This design comes from an exercise in tuning for a short achievable clock period and few clock cycles on the open sky130 flow, not from production work. Function was checked by simulation only, so behaviour that the tests miss may differ from the original. Power and IR drop assume default switching activity.

==> inputs of try-tundra <==
==> flow/design.v (excerpt) <==
module mips_multicycle_core
#(
  parameter int                ADDR_W   = 10,
  parameter logic [ADDR_W-1:0] RESET_PC = '0
) (
  input  logic              clk,
  input  logic              rst,
  input  logic              run,
  output logic              imem_req,
  output logic [ADDR_W-1:0] imem_addr,
  input  logic              imem_ready,
  input  logic [31:0]       imem_rdata,
  output logic              dmem_req,
  output logic              dmem_we,
  output logic [ADDR_W-1:0] dmem_addr,
  output logic [31:0]       dmem_wdata,
  input  logic              dmem_ready,
  input  logic [31:0]       dmem_rdata,
  input  logic [4:0]        dbg_sel,
  output logic [31:0]       dbg_reg,
  output logic [ADDR_W-1:0] dbg_pc,
  output logic              retire,
  output logic              halted
);
  logic [ADDR_W-1:0]  pc;
  logic               halt_r;
  logic [31:0]        rfv [32];
  logic [31:0]        rf_ok;
  logic [31:0][31:0]  rfp;
  logic               e_v;
  mips_pkg::ctrl_t    e_ctrl;
  logic               e_wen;
  logic [4:0]         e_widx;
  logic [31:0]        e_we;       
  logic signed [31:0] e_a, e_b, e_bop;
  logic [4:0]         e_shamt;
  logic [ADDR_W-1:0]  e_off, e_pc1, e_btgt;
  ...
==> flow/config.mk <==
export PLATFORM = sky130hd
export DESIGN_NAME = mips_multicycle_core
export DESIGN_NICKNAME = mips_multicycle_core
export VERILOG_FILES = /design/flow/design.v
export SDC_FILE = /design/flow/constraint.sdc
export NUM_CORES = 4
export LEC_CHECK = 0
export CAP_MARGIN = 30
export CORE_MARGIN = 2
export CORE_UTILIZATION = 40
export PLACE_DENSITY = 0.65
export SETUP_SLACK_MARGIN = 4.0
export SLEW_MARGIN = 30
export SYNTH_HIERARCHICAL = 1
export SYNTH_MINIMUM_KEEP_SIZE = 0
export TNS_END_PERCENT = 100
==> flow/constraint.sdc <==
create_clock -name core_clock -period 8.0 [get_ports {clk}]
set_input_delay 1.6000 -clock core_clock [delete_from_list [all_inputs] [get_ports {clk}]]
set_output_delay 1.6000 -clock core_clock [all_outputs]
set_load 0.01 [all_outputs]
run.sh (not shown) runs the stock make flow with config.mk's settings and CLKGATE_MAP_FILE= SYNTH_SCRIPT=/design/flow/synth_recipe.tcl, a recipe that flattens the netlist after the stock synthesis.
==> try-delta (differences from try-tundra) <==
--- a/flow/design.v
+++ b/flow/design.v
@@ -77,63 +77,29 @@
   input  logic signed [31:0] b,
   input  mips_pkg::alu_op_t  op,
   input  logic        [4:0]  shamt,
   output logic signed [31:0] result,
   output logic               zero
 );
-  logic [31:0] sum, diff;
-  logic        slt;
-  mips_ks_add u_add (.a(a), .b(b),  .cin(1'b0), .s(sum));
-  mips_ks_add u_sub (.a(a), .b(~b), .cin(1'b1), .s(diff));
-  assign slt = (a[31] ^ b[31]) ? a[31] : diff[31];
   always_comb begin
     result = '0;
     case (op)
-      mips_pkg::ALU_ADD: result = sum;
-      mips_pkg::ALU_SUB: result = diff;
+      mips_pkg::ALU_ADD: result = a + b;
+      mips_pkg::ALU_SUB: result = a - b;
       mips_pkg::ALU_AND: result = a & b;
       mips_pkg::ALU_OR:  result = a | b;
       mips_pkg::ALU_XOR: result = a ^ b;
       mips_pkg::ALU_NOR: result = ~(a | b);
-      mips_pkg::ALU_SLT: result = {31'd0, slt};
+      mips_pkg::ALU_SLT: result = (a < b) ? 32'sd1 : 32'sd0;
       mips_pkg::ALU_SLL: result = $signed($unsigned(b) << shamt);
       mips_pkg::ALU_SRL: result = $signed($unsigned(b) >> shamt);
       default: result = '0;
     endcase
   end
   assign zero = (result == '0);
 endmodule
-module mips_ks_add
-(
-  input  logic [31:0] a,
-  input  logic [31:0] b,
-  input  logic        cin,
-  output logic [31:0] s
-);
-  logic [31:0] g [6];
-  logic [31:0] p [6];
-  logic [31:0] c;
-  always_comb begin
-    g[0] = a & b;
-    p[0] = a ^ b;
-    g[0][0] = (a[0] & b[0]) | ((a[0] ^ b[0]) & cin);
-    for (int l = 0; l < 5; l++) begin
-      for (int i = 0; i < 32; i++) begin
-        if (i >= (1 << l)) begin
-          g[l+1][i] = g[l][i] | (p[l][i] & g[l][i - (1 << l)]);
-          p[l+1][i] = p[l][i] & p[l][i - (1 << l)];
-        end else begin
-          g[l+1][i] = g[l][i];
-          p[l+1][i] = p[l][i];
-        end
-      end
-    end
-    c = {g[5][30:0], cin};
-    s = p[0] ^ c;
-  end
-endmodule
 module mips_rf_mux
 (
   input  logic [31:0][31:0] d,
   input  logic [4:0]  sel,
   output logic [31:0] q
 );
@@ -205,22 +171,12 @@
     for (genvar k = 0; k < 2; k++) begin : g_l3
       mips_g_nor2 u_c (.a(l2[2*k]), .b(l2[2*k+1]), .y(l3[k]));
     end
     mips_g_nand2 u_d (.a(l3[0]), .b(l3[1]), .y(q[b]));
   end
 endmodule
-module mips_next_sums #(parameter int W = 10)
-(
-  input  logic [W-1:0] x,
-  input  logic [W-1:0] off,
-  output logic [W-1:0] p1,
-  output logic [W-1:0] pt
-);
-  assign p1 = x + W'(1);
-  assign pt = x + W'(1) + off;
-endmodule
 module mips_multicycle_core
 #(
   parameter int                ADDR_W   = 10,
   parameter logic [ADDR_W-1:0] RESET_PC = '0
 ) (
   input  logic              clk,
@@ -242,23 +198,22 @@
   output logic              retire,
   output logic              halted
 );
   logic [ADDR_W-1:0]  pc;
   logic               halt_r;
   logic [31:0]        rfv [32];
-  logic [31:0]        rf_ok;
   logic [31:0][31:0]  rfp;
   logic               e_v;
   mips_pkg::ctrl_t    e_ctrl;
   logic               e_wen;
   logic [4:0]         e_widx;
   logic [31:0]        e_we;       
   logic signed [31:0] e_a, e_b, e_bop;
   logic [4:0]         e_shamt;
   logic [ADDR_W-1:0]  e_off, e_pc1, e_btgt;
-  always_comb for (int i = 0; i < 32; i++) rfp[i] = rfv[i] & {32{rf_ok[i]}};
+  always_comb for (int i = 0; i < 32; i++) rfp[i] = rfv[i];
   logic signed [31:0] alu_res, e_res;
   logic               alu_zero, e_mem, e_done, trap, take;
   logic [ADDR_W-1:0]  e_npc;
   mips_alu u_alu (
     .a      (e_a),
     .b      (e_bop),
@@ -285,43 +240,22 @@
   assign imem_addr = e_v ? e_npc : pc;
   logic [31:0]        fi;
   logic               f_ok, fwd_a, fwd_b;
   mips_pkg::ctrl_t    f_ctrl;
   logic [4:0]         f_rs, f_rt, f_widx;
   logic signed [31:0] f_a, f_b, f_simm, f_zimm, f_bop, rd_a, rd_b;
-  logic [ADDR_W-1:0]  f_pc1, f_btgt;
+  logic [ADDR_W-1:0]  f_pc1;
   assign fi     = imem_rdata;
   assign f_ok   = imem_req && imem_ready;
   assign f_ctrl = mips_pkg::decode(fi[31:26], fi[5:0]);
   assign f_rs   = fi[25:21];
   assign f_rt   = fi[20:16];
   assign f_widx = f_ctrl.wr_rt ? fi[20:16] : fi[15:11];
   assign f_simm = {{16{fi[15]}}, fi[15:0]};
   assign f_zimm = {16'h0000, fi[15:0]};
-  logic [ADDR_W-1:0] off_f;
-  assign off_f = fi[ADDR_W-1:0];
-  logic [ADDR_W-1:0] s1_pc, st_pc, s1_j, st_j, s1_b, st_b, s1_s, st_s;
-  mips_next_sums #(.W(ADDR_W)) u_ns_pc (.x(pc),     .off(off_f), .p1(s1_pc), .pt(st_pc));
-  mips_next_sums #(.W(ADDR_W)) u_ns_j  (.x(e_off),  .off(off_f), .p1(s1_j),  .pt(st_j));
-  mips_next_sums #(.W(ADDR_W)) u_ns_b  (.x(e_btgt), .off(off_f), .p1(s1_b),  .pt(st_b));
-  mips_next_sums #(.W(ADDR_W)) u_ns_s  (.x(e_pc1),  .off(off_f), .p1(s1_s),  .pt(st_s));
-  always_comb begin
-    if (!e_v) begin
-      f_pc1  = s1_pc;
-      f_btgt = st_pc;
-    end else if (e_ctrl.is_j) begin
-      f_pc1  = s1_j;
-      f_btgt = st_j;
-    end else if (take) begin
-      f_pc1  = s1_b;
-      f_btgt = st_b;
-    end else begin
-      f_pc1  = s1_s;
-      f_btgt = st_s;
-    end
-  end
+  assign f_pc1  = imem_addr + ADDR_W'(1);
   mips_rf_mux u_rs_mux (.d(rfp), .sel(f_rs), .q(rd_a));
   mips_rf_mux u_rt_mux (.d(rfp), .sel(f_rt), .q(rd_b));
   assign fwd_a = e_v && e_wen && (e_widx == f_rs);
   assign fwd_b = e_v && e_wen && (e_widx == f_rt);
   assign f_a   = fwd_a ? e_res : rd_a;
   assign f_b   = fwd_b ? e_res : rd_b;
@@ -334,40 +268,36 @@
   end
   always_ff @(posedge clk) begin
     if (rst) begin
       pc     <= RESET_PC;
       halt_r <= 1'b0;
       e_v    <= 1'b0;
-      rf_ok  <= '0;
+      for (int i = 0; i < 32; i++) rfv[i] <= '0;
     end else begin
       if (retire) begin
         pc <= e_npc;
-        for (int i = 1; i < 32; i++) if (e_we[i]) rf_ok[i] <= 1'b1;
+        for (int i = 1; i < 32; i++) if (e_we[i]) rfv[i] <= e_res;
       end
       if (trap && !halt_r) begin
         halt_r <= 1'b1;
         pc     <= e_pc1;
       end
       if (f_ok)        e_v <= 1'b1;
       else if (retire) e_v <= 1'b0;
     end
   end
   always_ff @(posedge clk) begin
-    if (retire)
-      for (int i = 1; i < 32; i++) if (e_we[i]) rfv[i] <= e_res;
-  end
-  always_ff @(posedge clk) begin
     if (f_ok) begin
       e_ctrl  <= f_ctrl;
       e_wen   <= f_ctrl.wr_en && (f_widx != 5'd0);
       e_widx  <= f_widx;
       for (int i = 0; i < 32; i++) e_we[i] <= f_ctrl.wr_en && (f_widx == 5'(i)) && (i != 0);
       e_a     <= f_a;
       e_b     <= f_b;
       e_bop   <= f_bop;
       e_shamt <= fi[10:6];
       e_off   <= fi[ADDR_W-1:0];
       e_pc1   <= f_pc1;
-      e_btgt  <= f_btgt;
+      e_btgt  <= f_pc1 + fi[ADDR_W-1:0];
     end
   end
 endmodule
==> flow/config.mk (replaced) <==
export PLATFORM = sky130hd
export DESIGN_NAME = mips_multicycle_core
export DESIGN_NICKNAME = mips_multicycle_core
export VERILOG_FILES = /design/flow/design.v
export SDC_FILE = /design/flow/constraint.sdc
export NUM_CORES = 4
export LEC_CHECK = 0
export CAP_MARGIN = 20
export CORE_MARGIN = 2
export CORE_UTILIZATION = 35
export PLACE_DENSITY = 0.55
export SETUP_SLACK_MARGIN = 4.5
export SLEW_MARGIN = 20
export SYNTH_HIERARCHICAL = 1
export SYNTH_MINIMUM_KEEP_SIZE = 0
export TNS_END_PERCENT = 100
==> comparison table <==
metric                                                           try-tundra                 try-delta
Netlist area before placement                                  84,600 sq um              77,600 sq um
Status                                     no timing/DRC/antenna violations  finished with violations
Reasons for failing layout checks                                         -       max-slew violations
Clock latency (worst-skew pair)                                      850 ps                    840 ps
Clock-cell share                                                      4.39%                     4.60%
Mean instance size in the synthesized netlist                    10.7 sq um                8.82 sq um
Maximum vdd drop                                                   0.169 mV                  0.245 mV
Worst slew margin relative to its limit                               23.1%                    -6.27%
Overall routing resource usage                                        33.2%                     36.2%
Fraction of layout cells with a size suffix above 1                   24.6%                     34.2%
Number of placed instances with taps included                        10,600                    11,400
Fraction of power consumed by combinational cells                     21.2%                     26.9%
Sw power                                                          0.00523 W                 0.00610 W
Std cell rows                                                           168                       172
Sequential share of cell area                                         34.3%                     23.8%
CP bufs+invs                                                              6                         7
Count of final max-slew check failures                                    0                       142
Routed Wire Length                                                   379 mm                    437 mm
Placeable Area                                                210,000 sq um             220,000 sq um
Clock Sink Count                                                      1,209                     1,178
Clock-net power                                                   0.00657 W                 0.00695 W
Final-layout fill cell count                                         18,600                    20,100
Maximum number of pins on one net before global-route repair            139                       203
# Taps                                                                2,805                     2,958
Half-perimeter wire length after placement                           240 mm                    258 mm
Met2 wire length                                                     166 mm                    179 mm
Period utilization                                                    65.9%                     62.9%
Final core utilization                                                49.8%                     48.3%
Testbench counts of try-tundra, summed over its fixed seeds: cycles 4,192.
Testbench counts of try-delta, summed over its fixed seeds: cycles 4,192.

-- static timing again, ports no longer ideal --
In the flow no input, the clock included, has a driving cell. The finished layouts below were timed again as built, in two steps. Step 1 assumes that a clkbuf_16 drives the clock port and a buf_2 every other input. Step 2 also shifts input and output timing later by t, the mid clock arrival at the registers, as if the neighbouring blocks saw the same clock. a / b / c = no drivers / after step 1 / after step 2; a / b = the first two.
run | t, ns | setup slack, ns | slew at the worst register clock pin (ns) | worst data-port slew with drivers (ns)
try-tundra | 0.909 | 2.727 / 2.629 / 2.629 | 0.07 / 0.07 | 0.16
try-delta | 0.908 | 2.971 / 2.757 / 2.757 | 0.08 / 0.08 | 0.22
The setup slack of try-delta, which loses most, moves by -0.214 ns with the drivers and by -0.214 ns with both steps.
